Background: an optimization exercise with open tools, aiming at small area, a short achievable clock period and few clock cycles per item. Do not read the settings as production practice. Function was checked by simulation only, so behaviour that the tests miss may differ from the original.

--- design/flow/config.mk ---
export PLATFORM = sky130hd
export DESIGN_NAME = battery_compensated_angle_from_adc
export DESIGN_NICKNAME = battery_compensated_angle_from_adc
export VERILOG_FILES = /design/flow/design.v
export SDC_FILE = /design/flow/constraint.sdc
export NUM_CORES = 4
export LEC_CHECK = 0
export CAP_MARGIN = 20
export CORE_MARGIN = 2
export CORE_UTILIZATION = 40
export SLEW_MARGIN = 20
--- design/flow/constraint.sdc ---
create_clock -name core_clock -period 7.5 [get_ports {clk}]
set_input_delay 1.5000 -clock core_clock [delete_from_list [all_inputs] [get_ports {clk}]]
set_output_delay 1.5000 -clock core_clock [all_outputs]
set_load 0.01 [all_outputs]
--- design/flow/design.v ---
`default_nettype none
package bcaa_pkg;
    localparam int BATT_W     = 10;
    localparam int ANGLE_W    = 16;
    localparam int CFG_IDX_W  = 1;
    localparam int CFG_DATA_W = 10;
endpackage
`default_nettype wire
`default_nettype none
module battery_compensated_angle_from_adc (
    input  wire logic                  clk,
    input  wire logic                  rst_n,
    input  wire logic                  in_valid,
    output logic                       in_ready,
    input  wire logic [7:0]            in_code_byte0,
    input  wire logic [7:0]            in_code_byte1,
    input  wire logic [7:0]            in_code_byte2,
    input  wire logic [bcaa_pkg::BATT_W-1:0]     in_battery_count,
    input  wire logic                  in_zero_request,
    input  wire logic                  cfg_valid,
    output logic                       cfg_ready,
    input  wire logic [bcaa_pkg::CFG_IDX_W-1:0]  cfg_index,
    input  wire logic [bcaa_pkg::CFG_DATA_W-1:0] cfg_data,
    output logic                       out_valid,
    input  wire logic                  out_ready,
    output logic      [bcaa_pkg::ANGLE_W-1:0]    out_angle_q8,
    output logic                       out_denominator_fault,
    output logic                       out_offset_taken
);
    localparam int K    = 3;                  
    localparam int NC   = (18 + K - 1) / K;   
    localparam int NOPS = K * NC + 1;         
    localparam int CW   = $clog2(NC + 1);
    logic [1:0] mode_reg;
    logic [9:0] knee_reg;
    assign cfg_ready = 1'b1;
    always_ff @(posedge clk or negedge rst_n)
        if (!rst_n) begin
            mode_reg <= 2'd2;
            knee_reg <= 10'd796;
        end else if (cfg_valid) begin
            if (cfg_index == 1'b0) mode_reg <= cfg_data[1:0];
            else                   knee_reg <= cfg_data;
        end
    localparam logic [1:0] F_ACC = 2'd0, F_P1 = 2'd1, F_P2 = 2'd2, F_RDY = 2'd3;
    logic [1:0]         fstate;
    logic [1:0]         fpos;
    logic signed [25:0] facc;        
    logic [9:0]         fheld;
    logic               fzreq;
    logic               fneg;        
    logic               ftneg;       
    logic               handoff;
    logic signed [25:0] code_ext;
    logic signed [25:0] sum_next;
    logic               s_neg;
    logic [25:0]        s_adj;
    logic [22:0]        mag;
    logic [22:0]        m_val;
    logic               m_ge;
    logic [23:0]        u_full;
    logic [21:0]        u_sat;
    always_comb begin
        if (mode_reg == 2'd3)
            code_ext = {{2{in_code_byte0[7]}}, in_code_byte0, in_code_byte1, in_code_byte2};
        else
            code_ext = {{10{in_code_byte0[7]}}, in_code_byte0, in_code_byte1};
        sum_next = ((fpos == 2'd0) ? 26'sd0 : facc) + code_ext;
        s_neg = facc[25] & ~(&facc[25:1]);
        s_adj = s_neg ? (~facc - 26'd1) : (facc + 26'd2);
        mag   = s_adj[24:2];
        case (mode_reg)
            2'd3:    m_val = mag;
            2'd2:    m_val = {mag[20:0], 2'b0};
            2'd1:    m_val = {mag[18:0], 4'b0};
            default: m_val = {mag[16:0], 6'b0};
        endcase
        m_ge = (|facc[22:13]) | (facc[12] & (facc[11] | facc[10]));
        if (fneg)
            u_full = 24'(facc[22:0]) + 24'd5120;
        else if (m_ge)
            u_full = 24'(facc[22:0]) - 24'd5120;
        else
            u_full = 24'd5120 - 24'(facc[22:0]);
        u_sat = (|u_full[23:22]) ? 22'h3FFFFF : u_full[21:0];
    end
    assign in_ready = (fstate == F_ACC);
    always_ff @(posedge clk or negedge rst_n)
        if (!rst_n) begin
            fstate <= F_ACC;
            fpos   <= 2'd0;
        end else begin
            case (fstate)
                F_ACC: if (in_valid) begin
                    fpos <= fpos + 2'd1;
                    if (fpos == 2'd3) fstate <= F_P1;
                end
                F_P1:  fstate <= F_P2;
                F_P2:  fstate <= F_RDY;
                default: if (handoff) fstate <= F_ACC;
            endcase
        end
    always_ff @(posedge clk) begin
        case (fstate)
            F_ACC: if (in_valid) begin
                facc <= sum_next;
                if (fpos == 2'd0) fheld <= in_battery_count;
                fzreq <= in_zero_request;
            end
            F_P1: begin
                facc <= 26'(m_val);
                fneg <= s_neg;
            end
            F_P2: begin
                facc  <= 26'(u_sat);
                ftneg <= fneg | ~m_ge;
            end
            default: ;
        endcase
    end
    logic          dbusy;
    logic [CW-1:0] dcnt;
    logic [23:0]   drem;
    logic [NOPS-2:0] dquo;     
    logic [23:0]   dden;
    logic          dsgn;
    logic          dzreq;
    logic          dfault;
    logic          out_valid_reg;
    logic          out_free;
    logic          dfinal;
    logic          dcan_load;
    logic signed [17:0] offset_reg;
    logic [29:0]   a_val;
    logic [24:0]   den_prod;
    logic [23:0]   den_calc;
    logic          fault_calc;
    assign out_free  = !out_valid_reg || out_ready;
    assign dfinal    = dbusy && (dcnt == CW'(NC));
    assign dcan_load = !dbusy || (dfinal && out_free);
    assign handoff   = (fstate == F_RDY) && dcan_load;
    always_comb begin
        a_val    = (30'(facc[21:0]) << 8) - (30'(facc[21:0]) << 5) + 30'(facc[21:0]);
        den_prod = 25'(fheld) * 25'd12639;
        if (fheld >= knee_reg)
            den_calc = 24'd9420800;
        else
            den_calc = 24'(den_prod - 25'd737280);
        fault_calc = (fheld < knee_reg) && (fheld < 10'd59);
    end
    logic [23:0]     rs [0:K];
    logic [NOPS-2:0] qs [0:K];
    always_comb begin
        rs[0] = drem;
        qs[0] = dquo;
        for (int i = 0; i < K; i++) begin
            logic [24:0] t;
            logic [25:0] d;
            t = {rs[i], qs[i][NOPS-2]};
            d = {1'b0, t} - {2'b0, dden};
            if (!d[25]) begin
                rs[i+1] = d[23:0];
                qs[i+1] = {qs[i][NOPS-3:0], 1'b1};
            end else begin
                rs[i+1] = t[23:0];
                qs[i+1] = {qs[i][NOPS-3:0], 1'b0};
            end
        end
    end
    logic [24:0]     lt;
    logic            lbit;
    logic [NOPS-1:0] q_all;
    logic            q_ovf;
    logic [17:0]     q_sat;
    logic signed [19:0] ang;
    logic [15:0]     ang_c;
    logic signed [17:0] off_next;
    always_comb begin
        lt    = {drem, 1'b0};       
        lbit  = (lt >= {1'b0, dden});
        q_all = {dquo, lbit};
        q_ovf = |q_all[NOPS-1:18];
        q_sat = q_ovf ? 18'h3FFFF : q_all[17:0];
        if (dsgn)
            ang = 20'(offset_reg) - 20'(q_sat);
        else
            ang = 20'(offset_reg) + 20'(q_sat);
        if (ang[19])
            ang_c = 16'd0;
        else if (|ang[18:16])
            ang_c = 16'hFFFF;
        else
            ang_c = ang[15:0];
        if (dsgn)
            off_next = (q_sat > 18'd131071) ? 18'sd131071 : 18'(q_sat);
        else
            off_next = (q_sat > 18'd131072) ? -18'sd131072 : 18'(-q_sat);
    end
    always_ff @(posedge clk or negedge rst_n)
        if (!rst_n) begin
            dbusy         <= 1'b0;
            dcnt          <= '0;
            out_valid_reg <= 1'b0;
            offset_reg    <= '0;
        end else begin
            if (handoff) begin
                dbusy <= 1'b1;
                dcnt  <= '0;
            end else if (dfinal) begin
                if (out_free) dbusy <= 1'b0;
            end else if (dbusy) begin
                dcnt <= dcnt + 1'b1;
            end
            if (dfinal && out_free) begin
                out_valid_reg <= 1'b1;
                if (!dfault && dzreq) offset_reg <= off_next;
            end else if (out_ready) begin
                out_valid_reg <= 1'b0;
            end
        end
    logic [15:0] angle_reg;
    logic        fault_reg;
    logic        taken_reg;
    always_ff @(posedge clk) begin
        if (handoff) begin
            drem   <= 24'(a_val >> (NOPS - 13));
            dquo   <= (NOPS - 1)'({a_val, 13'b0} >> 1);
            dden   <= den_calc;
            dsgn   <= ftneg;
            dzreq  <= fzreq;
            dfault <= fault_calc;
        end else if (dbusy && !dfinal) begin
            drem <= rs[K];
            dquo <= qs[K];
        end
        if (dfinal && out_free) begin
            angle_reg <= dfault ? 16'd0 : ang_c;
            fault_reg <= dfault;
            taken_reg <= !dfault && dzreq;
        end
    end
    assign out_valid             = out_valid_reg;
    assign out_angle_q8          = angle_reg;
    assign out_denominator_fault = fault_reg;
    assign out_offset_taken      = taken_reg;
endmodule
`default_nettype wire
--- design/flow/run.sh ---
#!/bin/bash
# synth_recipe.tcl (not shown) runs the flow's synth.tcl, then flattens the netlist and writes it again
# the make line also repeats each setting of config.mk as NAME=value (left out here)
make -C /OpenROAD-flow-scripts/flow DESIGN_CONFIG=/design/flow/config.mk WORK_HOME=/design/flow/orfs CLKGATE_MAP_FILE= SYNTH_SCRIPT=/design/flow/synth_recipe.tcl finish
==> results of run 1 <==
==> cell usage after synthesis, types with 7 or more instances <==
library cell	instances	area, µm²
and3_1	19	119
o31ai_1	12	90.1
nand4_1	16	100
dfxtp_1	12	240
nand2_1	208	781
nor3_1	35	175
and4_1	8	70.1
nor4_1	14	87.6
o311ai_0	8	70.1
o22ai_1	12	75.1
buf_2	9	45.0
mux2_2	49	552
nand2b_1	33	206
edfxtp_1	114	3420
o21ai_1	8	40.0
a21o_1	63	473
ha_1	276	3450
and2_1	20	125
xnor2_1	125	1090
o21bai_1	20	150
o211ai_1	20	150
fa_1	61	1220
nand3_1	52	260
clkbuf_1	53	199
inv_1	220	826
nor2b_1	24	150
a211oi_1	16	120
a211o_1	11	96.3
dfrtp_1	33	826
o21a_1	39	293
a31oi_1	27	169
a21oi_1	183	916
nor2_1	182	683
mux2i_1	37	370
a22o_1	7	61.3
o21ai_0	171	856
a221oi_1	10	87.6
xor2_1	65	569
or3_1	21	131
==> how the worst max path moves through the flow <==
stage               end  slack, ns  depth (start not counted)
4_1_cts         drem[6]      0.008                         32
5_1_grt        drem[10]      -0.04                         38
6_report        drem[8]       0.22                         33
3_5_place_dp    drem[6]      -0.19                         35
2_1_floorplan  drem[18]       0.27                         33
3_3_place_gp    drem[6]      -0.03                         32
==> cells by family after synthesis <==
group                      Yosys count  share of synthesized area, %
AOI/OAI and AO/OA                  690                          21.6
and+or+nand+nor                    660                          15.1
adders and majority gates          337                          22.6
buffers and inverters              301                          5.82
xor gates and xnor gates           190                          8.03
DFF                                165                          22.4
muxes                               87                          4.51
other                                1                        0.0181
==> timing repair <==
| item | 4_1_cts | 5_1_grt |
|---|---|---|
| pin swaps | 0 | 31 |
| setup endpoints to repair | 20 | 25 |
| setup buffers | 0 | 9 |
| gates cloned | 0 | 1 |
| gates resized for setup | 8 | 92 |
==> final cells by class <==
type                            instances  area share, %
Clock inverter                         13          0.511
Sequential cell                       165           19.2
Inverter                              221           3.43
Clock buffer                           19           1.79
Tap cell                              680           3.51
Timing Repair Buffer                  232           8.28
Multi-Input combinational cell       1965           63.3
==> routing by layer <==
metal | wire length (µm) | vias to the layer above | track usage (%)
met5 | 0 | - | 0
met3 | 3200 | 93 | 3.17
met1 | 27800 | 8813 | 30.5
li1 | - | 9082 | -
met4 | 1390 | 0 | 6.43
met2 | 28500 | 552 | 37.0
==> stage by stage <==
stage	area (µm²)	cells	util (%)
floorplan	20700	2431	-
global placement	23100	3252	44.9
detailed placement	23100	3252	45.0
CTS	23700	3284	46.1
global route	24200	3295	47.2
finish	24200	3295	47.2
==> results_tabular.tex, run 1 <==
\begin{tabular}{lr}
\hline
Metric & Value \\
\hline
\multicolumn{2}{l}{\textbf{STA}} \\
\quad Final critical path time including I/O delays and setup & 7.28 ns \\
\quad Max Freq & 137 MHz \\
\quad Final setup violation count & 0 \\
\quad Final setup skew & 0.0140 ns \\
\quad Pins over their slew limit & 0 \\
\quad Hold Slack & 0.445 ns \\
\quad Post-layout worst setup margin & 0.216 ns \\
\quad Worst rel slew slack & 30.4\% \\
\quad Worst-margin pin slew & 1.04 ns \\
\quad Hold violation count in the final report & 0 \\
\quad Sum Neg Setup Slack & 0 ns \\
\quad Crit share post-route & 97.1\% \\
\multicolumn{2}{l}{\textbf{Cells and area}} \\
\quad Layout cell share with drive strength beyond 1 & 13.3\% \\
\quad Register ranked first by flip-flop count & facc \\
\quad Layout filler cell count & 5037 \\
\quad Post-layout net count & 2990 \\
\quad Diode insertion count for antenna repair & 0 \\
\quad P\&R area growth vs syn & 16.9\% \\
\quad Flip-flop count of the largest register, all copies and words added & 26 \\
\quad Registers with the most flip-flops & facc (26), dden (24), drem (24) \\
\quad Seq. cell area & 4650 µm² \\
\quad Leading cell type in the layout, fill and taps excluded & ha\_1 \\
\quad Multi-input gate area in the final layout & 15300 µm² \\
\quad Commonest non-fill, non-tap cells in the layout & ha\_1 (260), inv\_1 (217), nand2\_1 (207), nor2\_1 (181), a21oi\_1 (171) \\
\multicolumn{2}{l}{\textbf{Clock tree}} \\
\quad Clock Pin Slew Worst Setup and Hold Paths & 0.07 ns \\
\quad Clock insertion delay at the later pin of the skew report & 0.50 ns \\
\quad TritonCTS clock tree & done \\
\quad Level count of the clock H-tree & 4 \\
\quad \# hold bufs at CTS & 0 \\
\quad Num CTS Buffers & 17 \\
\quad Clock sink count & 165 \\
\quad Clock tree root buffer cell & clkbuf\_16 \\
\quad CTS Buffer Depth & 2 \\
\multicolumn{2}{l}{\textbf{Setup path}} \\
\quad Reg2reg start & drem[19] \\
\quad Stage delay of the slowest cell on the critical path & 0.55 ns \\
\quad R2R depth & 33 \\
\quad Data required time of the critical path & 7.77 ns \\
\quad Buf+Inv Stages, Crit Path & 7 \\
\quad Top Family by Delay on Critical Path & compound AO/OA/AOI/OAI gates \\
\quad Destination of the worst register-to-register timing path & drem[8] \\
\quad Nature of the critical path endpoint & flop \\
\quad R2r setup slk & 0.22 ns \\
\quad Standard cell with the maximum stage delay on the critical path & or4\_4 \\
\quad Endpoint arrival time on the critical path & 7.55 ns \\
\quad Maximum net fanout on the critical path & 7 \\
\quad Critical path start-end classification & flop to flop \\
\quad Kind of start point of the critical path & flop \\
\quad Crit. Startpoint & drem[19] \\
\multicolumn{2}{l}{\textbf{Global route}} \\
\quad Global route total overflow & 0 \\
\quad Pin count of the biggest net entering global routing & 69 \\
\quad Vias in the first global route & 17900 \\
\quad Initial antenna violation count & 1 \\
\quad First-pass GRT wire length & 95.5 mm \\
\quad Total Routing Usage GR & 22.4\% \\
\multicolumn{2}{l}{\textbf{Drt}} \\
\quad Final antenna-violating net count & 0 \\
\quad Ratio of routed vias to standard cells & 5.63 \\
\quad WL final & 60.8 mm \\
\quad Post-route DRC & 0 \\
\quad Routed wire length per instance & 18.5 µm \\
\quad DRT Pass-1 Iters & 5 \\
\quad Number of DRC markers in iteration 0 & 1422 \\
\quad Vias & 18500 \\
\multicolumn{2}{l}{\textbf{Die}} \\
\quad I/O pin cnt & 72 \\
\quad DIE WIDTH & 232 µm \\
\quad Die Area & 53600 µm² \\
\quad Core footprint & 51300 µm² \\
\quad Core Rows & 83 \\
\quad Die extent in y & 232 µm \\
\quad Starting Density & 40.4\% \\
\multicolumn{2}{l}{\textbf{Flow run}} \\
\quad Max capacitance violation total & 0 \\
\multicolumn{2}{l}{\textbf{Worst hold path}} \\
\quad Number of cells on the worst hold path & 0 \\
\quad Endpoint with the worst hold slack & dzreq \\
\quad Critical hold path startpoint & fzreq \\
\quad Hold crit path type & flop to flop \\
\multicolumn{2}{l}{\textbf{Yosys}} \\
\quad Register bit count reported by yosys & 165 \\
\quad Mean post-synth cell area & 8.52 µm² \\
\quad Count of mapped cells out of synthesis & 2431 \\
\quad Post-synth EDFFs & 114 \\
\quad Post-synthesis async set-or-reset flop share & 23.6\% \\
\quad Yosys warns & 3 \\
\quad Post-Syn Nets & 2819 \\
\quad Sequential-to-total area share from yosys stat & 22.4\% \\
\quad Synth unique cells & 102 \\
\quad Leading register cell type out of synthesis & edfxtp\_1 \\
\quad Cell area after technology mapping & 20700 µm² \\
\multicolumn{2}{l}{\textbf{Placed design}} \\
\quad Setup Slack @ Placement & -0.189 ns \\
\quad Final weighted congestion of routability-driven global placement & 0.928 \\
\quad Count of input and output buffers & 70 \\
\quad Total half-perimeter wirelength after legalization and detailed placement & 47.9 mm \\
\multicolumn{2}{l}{\textbf{Status}} \\
\quad Result of the run & complete, no violations \\
\hline
\end{tabular}
Testbench counts, summed over its fixed seeds: cycles 11,264, items 1,600.
==> run 2: changes to the inputs <==
--- a/design/flow/design.v
+++ b/design/flow/design.v
@@ -29,3 +29,3 @@
 );
-    localparam int K    = 3;                  
+    localparam int K    = 2;                  
     localparam int NC   = (18 + K - 1) / K;   
==> run 2 against run 1 <==
Critical path depth decreased by 9. Synthesized cell count down 3.9%. Non-clock buffer count decreased by 145. Still clean. Core utilization decreased by 3.1 points. First-iteration DRC count fell by 12%. Area after synthesis decreased by 3.1%. Critical path type unchanged.
==> results_tabular.tex, run 2 <==
\begin{tabular}{lr}
\hline
Metric & Value \\
\hline
\multicolumn{2}{l}{\textbf{Status}} \\
\quad Result of the run & complete, no violations \\
\multicolumn{2}{l}{\textbf{Cells and area}} \\
\quad Post-layout net count & 2729 (-8.7\%) \\
\quad Commonest non-fill, non-tap cells in the layout & ha\_1 (252), nand2\_1 (225), nor2\_1 (209), inv\_1 (200), a21oi\_1 (156) \\
\quad Leading cell type in the layout, fill and taps excluded & ha\_1 \\
\quad Registers with the most flip-flops & facc (26), dden (24), drem (24) \\
\quad Post-Layout Cell Count & 3051 (-7.4\%) \\
\quad P\&R area growth vs syn & 9.44\% \\
\quad Diode insertion count for antenna repair & 0 (unchanged) \\
\quad Flip-flop count of the largest register, all copies and words added & 26 (unchanged) \\
\quad Multi-input gate area in the final layout & 14300 µm² (-6.8\%) \\
\quad Final Cell Area & 22000 µm² (-9.3\%) \\
\quad Seq. cell area & 4670 µm² (+0.54\%) \\
\quad Layout cell share with drive strength beyond 1 & 5.93\% (-7.4 points) \\
\quad Layout filler cell count & 4977 (-1.2\%) \\
\quad Register ranked first by flip-flop count & facc \\
\quad Layout Utilization & 44.1\% (-3.1 points) \\
\multicolumn{2}{l}{\textbf{Die}} \\
\quad Starting Density & 40.3\% (-0.12 points) \\
\quad Die extent in y & 228 µm (-1.5\%) \\
\quad Core Rows & 82 (-1.2\%) \\
\quad Die Area & 52000 µm² (-3.0\%) \\
\quad DIE WIDTH & 228 µm (-1.5\%) \\
\quad I/O pin cnt & 72 (unchanged) \\
\quad Core footprint & 49900 µm² (-2.8\%) \\
\multicolumn{2}{l}{\textbf{Flow run}} \\
\quad Max capacitance violation total & 0 (unchanged) \\
\multicolumn{2}{l}{\textbf{Clock tree}} \\
\quad Level count of the clock H-tree & 4 (unchanged) \\
\quad CTS Buffer Depth & 2 (unchanged) \\
\quad Num CTS Buffers & 17 (unchanged) \\
\quad Clock tree root buffer cell & clkbuf\_16 \\
\quad Clock insertion delay at the later pin of the skew report & 0.50 ns (about the same) \\
\quad \# hold bufs at CTS & 0 (unchanged) \\
\quad Clock Pin Slew Worst Setup and Hold Paths & 0.07 ns (about the same) \\
\quad TritonCTS clock tree & done \\
\quad Clock sink count & 166 (+0.61\%) \\
\multicolumn{2}{l}{\textbf{Yosys}} \\
\quad Synth top area cells & edfxtp\_1 (17\%), ha\_1 (16\%), fa\_1 (6.0\%), xnor2\_1 (5.2\%), dfrtp\_1 (4.2\%) \\
\quad Top post-synthesis cells by count & ha\_1 (252), nand2\_1 (225), nor2\_1 (209) \\
\quad Register bit count reported by yosys & 166 (+0.61\%) \\
\quad Post-Syn Nets & 2700 (-4.2\%) \\
\quad Most common cell in the netlist & ha\_1 \\
\quad Sequential-to-total area share from yosys stat & 23.3\% (+0.84 points) \\
\quad Leading register cell type out of synthesis & edfxtp\_1 \\
\quad Synth unique cells & 109 (+6.9\%) \\
\quad Post-synth EDFFs & 114 (unchanged) \\
\quad Yosys warns & 3 (unchanged) \\
\quad Cell area after technology mapping & 20100 µm² (-3.1\%) \\
\quad Count of mapped cells out of synthesis & 2337 (-3.9\%) \\
\quad Leading area contributor after synthesis & edfxtp\_1 \\
\quad Post-synthesis async set-or-reset flop share & 24.1\% (+0.46 points) \\
\quad Top-area cell type share of the netlist area & 17.1\% (+0.38 points) \\
\quad Mean post-synth cell area & 8.59 µm² (+0.81\%) \\
\multicolumn{2}{l}{\textbf{STA}} \\
\quad Final critical path time including I/O delays and setup & 6.81 ns (-0.473 ns) \\
\quad Max Freq & 147 MHz (+6.9\%) \\
\quad Hold violation count in the final report & 0 (unchanged) \\
\quad Unrepaired setup endpoints after global routing & false \\
\quad Sum Neg Setup Slack & 0 ns (unchanged) \\
\quad Crit share post-route & 90.8\% (-6.3 points) \\
\quad Final setup skew & 0.0143 ns (+0.000275 ns) \\
\quad Worst-margin pin slew & 0.988 ns (-0.0508 ns) \\
\quad Final setup violation count & 0 (unchanged) \\
\quad Pins over their slew limit & 0 (unchanged) \\
\quad Worst rel slew slack & 33.7\% (+3.3 points) \\
\multicolumn{2}{l}{\textbf{Setup path}} \\
\quad Buf+Inv Stages, Crit Path & 1 (-6) \\
\quad CP dominant cell by count & ha\_1 \\
\quad Top Family by Delay on Critical Path & compound AO/OA/AOI/OAI gates \\
\quad Nature of the critical path endpoint & flop \\
\quad R2R depth & 24 (-27\%) \\
\quad Maximum net fanout on the critical path & 16 (+9) \\
\quad Critical path start-end classification & flop to flop \\
\quad Stage delay of the slowest cell on the critical path & 0.52 ns (-0.03 ns) \\
\quad Standard cell with the maximum stage delay on the critical path & xnor2\_4 \\
\quad Kind of start point of the critical path & flop \\
\quad Data required time of the critical path & 7.72 ns (-0.05 ns) \\
\quad Chain of cells forming the critical path & ha\_1 -> a21oi\_1 -> o211ai\_1 -> a211oi\_2 -> o31ai\_1 -> a211o\_1 -> inv\_6 -> ha\_1 -> or3b\_4 -> or4\_4 -> nor3\_1 -> nor3\_1 -> o21ai\_0 -> a21boi\_0 -> ha\_1 -> or4\_1 -> a21oi\_1 -> o21bai\_2 -> o311ai\_1 -> nor4b\_4 -> nor2\_1 -> a211o\_1 -> xnor2\_4 -> a211oi\_1 \\
\quad Count of cell instances traversed by the critical path & 24 (-27\%) \\
\quad Endpoint arrival time on the critical path & 7.03 ns (-0.52 ns) \\
\multicolumn{2}{l}{\textbf{Drt}} \\
\quad Final antenna-violating net count & 0 (unchanged) \\
\quad DRT Pass-1 Iters & 6 (+1) \\
\quad Routed wire length per instance & 17.9 µm (-3.2\%) \\
\quad WL final & 54.5 mm (-10\%) \\
\quad Post-route DRC & 0 (unchanged) \\
\quad Ratio of routed vias to standard cells & 5.59 (-0.59\%) \\
\quad Vias & 17100 (-8.0\%) \\
\quad Number of DRC markers in iteration 0 & 1245 (-12\%) \\
\multicolumn{2}{l}{\textbf{Global route}} \\
\quad Vias in the first global route & 16800 (-6.3\%) \\
\quad Pin count of the biggest net entering global routing & 45 (-35\%) \\
\quad Global route total overflow & 0 (unchanged) \\
\quad Initial antenna violation count & 0 (-1) \\
\quad Global routing met1 resource utilization & 27.1\% (-3.4 points) \\
\quad Most used routing layer & met2 \\
\quad First-pass GRT wire length & 87.7 mm (-8.2\%) \\
\quad Global routing usage on met2 & 35.1\% (-1.9 points) \\
\quad GR Layer Usage met3 & 3.31\% (+0.14 points) \\
\quad Total Routing Usage GR & 20.9\% (-1.5 points) \\
\multicolumn{2}{l}{\textbf{Placed design}} \\
\quad Total cell area at the placement stage & 21400 µm² (-7.3\%) \\
\quad Total half-perimeter wirelength after legalization and detailed placement & 43.3 mm (-9.7\%) \\
\quad Count of input and output buffers & 70 (unchanged) \\
\quad Cell count after placement & 3019 (-7.2\%) \\
\quad Final weighted congestion of routability-driven global placement & 0.926 (-0.20\%) \\
\multicolumn{2}{l}{\textbf{Worst hold path}} \\
\quad Hold crit path type & flop to flop \\
\quad Number of cells on the worst hold path & 0 (unchanged) \\
\hline
\end{tabular}
run 2: worst paths after layout:
| kind | start | to | slack (ns) |
|---|---|---|---|
| max in group asynchronous | rst_n | offset_reg[2] | 6.05 |
| setup reg to reg | drem[21] | angle_reg[0] | 0.69 |
| hold reg to reg | ftneg | dsgn | 0.47 |
| hold / removal | ftneg | dsgn | 0.47 |
| min in group asynchronous | rst_n | mode_reg[0] | 1.00 |
| setup / recovery | drem[21] | angle_reg[0] | 0.69 |
run 2: cell type report:
| class | count | area share (%) |
|---|---|---|
| Clock buffer | 22 | 2.26 |
| Clock inverter | 10 | 0.376 |
| Timing Repair Buffer | 87 | 3.76 |
| Tap cell | 672 | 3.83 |
| Inverter | 204 | 3.51 |
| Multi-Input combinational cell | 1890 | 65.0 |
| Sequential cell | 166 | 21.3 |
run 2: metrics by stage:
stage	hold WS, ns	setup WS [ns]
CTS	0.457	0.475
finish	0.471	0.689
detailed placement	0.439	0.484
global placement	0.444	0.680
global route	0.487	0.0556
floorplan	0.400	1.36
run 2: cell families after synthesis:
kind of cell    synth area share (%)
simple gates                    17.3
mux                             3.97
buf+inv                         5.70
xor+xnor                        7.62
other cells                   0.0187
flops                           23.3
fa+ha+maj                       21.7
compound gates                  20.4
run 2: routing by layer:
layer | share of wire, % | wire length (µm)
met1 | 45 | 24700
met2 | 47 | 25800
met3 | 4.8 | 2630
met4 | 2.7 | 1490
met5 | 0 | 0
run 2: what timing repair did:
action | 4_1_cts | 5_1_grt
gates resized for setup | 0 | 1
endpoints found under the setup margin | 0 | 16
buffers inserted | 0 | 0
run 2: worst register-to-register path, cell delays in order (launching register included):
cell	delay (ns)
edfxtp_1	0.39
ha_1	0.39
a21oi_1	0.30
o211ai_1	0.22
a211oi_2	0.30
o31ai_1	0.12
a211o_1	0.43
inv_6	0.16
ha_1	0.19
or3b_4	0.41
or4_4	0.46
nor3_1	0.22
nor3_1	0.07
o21ai_0	0.20
a21boi_0	0.22
ha_1	0.23
or4_1	0.14
a21oi_1	0.04
o21bai_2	0.21
o311ai_1	0.34
nor4b_4	0.40
nor2_1	0.09
a211o_1	0.34
xnor2_4	0.52
a211oi_1	0.12
Testbench counts of run 2, summed over its fixed seeds: cycles 16,064, items 1,600.

-- port drivers added, routing unchanged --
How much do the figures lean on ideal ports? The routed layouts below were timed once more, with nothing changed but the port constraints.
Step 1: set_driving_cell puts a clkbuf_16 on clk and a buf_2 on each other input, an assumption about the parent block.
Step 2 adds t to the input delays and takes it off the output delays; t is the mean of the earliest and latest rising clock arrival at the registers after step 1. Input paths then give back, and output paths get back, about the clock's delay inside the block.
Three values: ideal ports, drivers, drivers and shift; two values: the first two.
run	t (ns)	setup slack, ns	slew at the worst register clock pin (ns)	worst data-port slew with drivers (ns)	pins driven straight from the clock port
run 1	0.547	0.216 / 0.216 / 0.216	0.07 / 0.07	0.04	1
run 2	0.555	0.689 / 0.689 / 0.689	0.08 / 0.08	0.05	1
After both steps every run listed still meets setup and hold.
